This design comes from an exercise in tuning for small area, a short achievable clock period and few clock cycles per item on the open sky130 flow, not from production work.
RTL that was checked went through simulation tests only; none was proved equivalent to the original.
Power figures rest on the tool's default switching activity, not on a simulated workload.

==> module mc_mem_bit, before the edit <==
module mc_mem_bit (
  input  logic clk,
  input  logic sel,
  input  logic keep,
  input  logic d,
  output logic q
);
  always_ff @(posedge clk)
    q <= !((q | sel) & (d | keep));
endmodule
==> module mc_mem_responder, before the edit <==
module mc_mem_responder #(
  parameter int unsigned ADDR_WIDTH = 6,
  parameter int unsigned LATENCY    = 2
) (
  input  logic        clk,
  input  logic        reset,
  input  logic        req,
  input  logic        we,
  input  logic [31:0] addr,
  input  logic [31:0] wdata,
  output logic [31:0] rdata,
  output logic        ack,
  output logic        err,
  output logic        busy
);
  localparam int WORDS = 2**ADDR_WIDTH;
  logic [31:0]           mem [WORDS];
  logic [ADDR_WIDTH-1:0] idx;
  logic                  misal;
  logic                  wr;
  logic [WORDS-1:0]      dec;
  logic                  phase;
  logic [31:0]           wdata_x;
  logic [31:0]           rdata_x;
  always_ff @(posedge clk)
    phase <= !phase;
  assign wdata_x = wdata ^ {32{phase}};
  assign rdata   = rdata_x ^ {32{phase}};
  logic unused_addr_hi;
  assign unused_addr_hi = ^addr[31:ADDR_WIDTH+2];
  assign idx   = addr[ADDR_WIDTH+1:2];
  assign misal = |addr[1:0];
  assign wr    = reset && req && we && !misal;
  assign ack   = req && reset;
  assign busy  = req && reset;
  assign err   = misal;
  mc_mem_dec u_dec (
    .idx(idx),
    .dec(dec)
  );
  for (genvar b = 0; b < 32; b++) begin : g_rd
    logic [WORDS-1:0] col;
    for (genvar r = 0; r < WORDS; r++) begin : g_col
      assign col[r] = mem[r][b];
    end
    mc_mem_rdbit u_rd (
      .sel(dec),
      .d  (col),
      .y  (rdata_x[b])
    );
  end
  for (genvar r = 0; r < WORDS; r++) begin : g_word
    logic sel;
    assign sel = wr && dec[r];
    for (genvar b = 0; b < 32; b++) begin : g_bit
      mc_mem_bit u_bit (
        .clk (clk),
        .sel (sel),
        .keep(!sel),
        .d   (wdata_x[b]),
        .q   (mem[r][b])
      );
    end
  end
endmodule
make LEC_CHECK=0 CAP_MARGIN=20 CORE_MARGIN=2 CORE_UTILIZATION=60 CTS_CLUSTER_DIAMETER=90 CTS_CLUSTER_SIZE=24 SETUP_SLACK_MARGIN=1.0 SLEW_MARGIN=20 SYNTH_HIERARCHICAL=1 SYNTH_MINIMUM_KEEP_SIZE=0 finish   # period 5.0 ns
run.sh (not shown) runs the stock make flow with config.mk's settings and CLKGATE_MAP_FILE= SYNTH_SCRIPT=/design/flow/synth_recipe.tcl, a recipe that flattens the netlist after the stock synthesis.
Change:
--- a/flow/design.v
+++ b/flow/design.v
@@ -3,13 +3,13 @@
   input  logic sel,
   input  logic keep,
   input  logic d,
   output logic q
 );
   always_ff @(posedge clk)
-    q <= !((q | sel) & (d | keep));
+    q <= (q | sel) & (d | keep);
 endmodule
 module mc_mem_aoi8 (
   input  logic [7:0] s,
   input  logic [7:0] d,
   output logic       y
 );
@@ -95,19 +95,12 @@
   localparam int WORDS = 2**ADDR_WIDTH;
   logic [31:0]           mem [WORDS];
   logic [ADDR_WIDTH-1:0] idx;
   logic                  misal;
   logic                  wr;
   logic [WORDS-1:0]      dec;
-  logic                  phase;
-  logic [31:0]           wdata_x;
-  logic [31:0]           rdata_x;
-  always_ff @(posedge clk)
-    phase <= !phase;
-  assign wdata_x = wdata ^ {32{phase}};
-  assign rdata   = rdata_x ^ {32{phase}};
   logic unused_addr_hi;
   assign unused_addr_hi = ^addr[31:ADDR_WIDTH+2];
   assign idx   = addr[ADDR_WIDTH+1:2];
   assign misal = |addr[1:0];
   assign wr    = reset && req && we && !misal;
   assign ack   = req && reset;
@@ -122,23 +115,23 @@
     for (genvar r = 0; r < WORDS; r++) begin : g_col
       assign col[r] = mem[r][b];
     end
     mc_mem_rdbit u_rd (
       .sel(dec),
       .d  (col),
-      .y  (rdata_x[b])
+      .y  (rdata[b])
     );
   end
   for (genvar r = 0; r < WORDS; r++) begin : g_word
     logic sel;
     assign sel = wr && dec[r];
     for (genvar b = 0; b < 32; b++) begin : g_bit
       mc_mem_bit u_bit (
         .clk (clk),
         .sel (sel),
         .keep(!sel),
-        .d   (wdata_x[b]),
+        .d   (wdata[b]),
         .q   (mem[r][b])
       );
     end
   end
 endmodule
Effect: The changed run finished clean. Worst setup slack gets better by 0.13 ns. Via count came out lower slightly. Final area came out higher by a few percent. Sequential share of layout area came out lower by 1.3 points. Sequential power stays flat. Die area came out higher by a few percent. Cell count came out lower slightly. Clock power came out higher slightly. Total power came out higher slightly. Utilization came out lower by 2.0 points. Count of clock-buffer cells in the layout stays the same. Wire length came out lower slightly. Combinational power came out higher by roughly a tenth. Global-route usage came out lower by 2.6 points.
Testbench counts after the change, summed over its fixed seeds: cycles 8,192, accesses 8,192.
Function not checked in the first run of this note: the RTL went through the layout flow alone.

separate check: timing with driven ports:
In the flow no input, the clock included, has a driving cell. The finished layouts below were timed again as built, in two steps. Step 1 assumes that a clkbuf_16 drives the clock port and a buf_2 every other input. Step 2 also shifts input and output timing later by t, the mid clock arrival at the registers, as if the neighbouring blocks saw the same clock. Slacks: no drivers / after step 1 / after step 2; pairs: no drivers / after step 1.
| run | t (ns) | setup WS [ns] | latest minus earliest clock arrival (ns) |
|---|---|---|---|
| the first run | 0.802 | 0.753 / 0.701 / 0.701 | 0.026 / 0.027 |
| the second run | 0.800 | 0.878 / 0.838 / 0.838 | 0.031 / 0.031 |
After both steps every run listed still meets setup and hold. For the first run, which loses most, drivers alone change the setup slack by -0.052 ns; drivers and shift together by -0.052 ns.
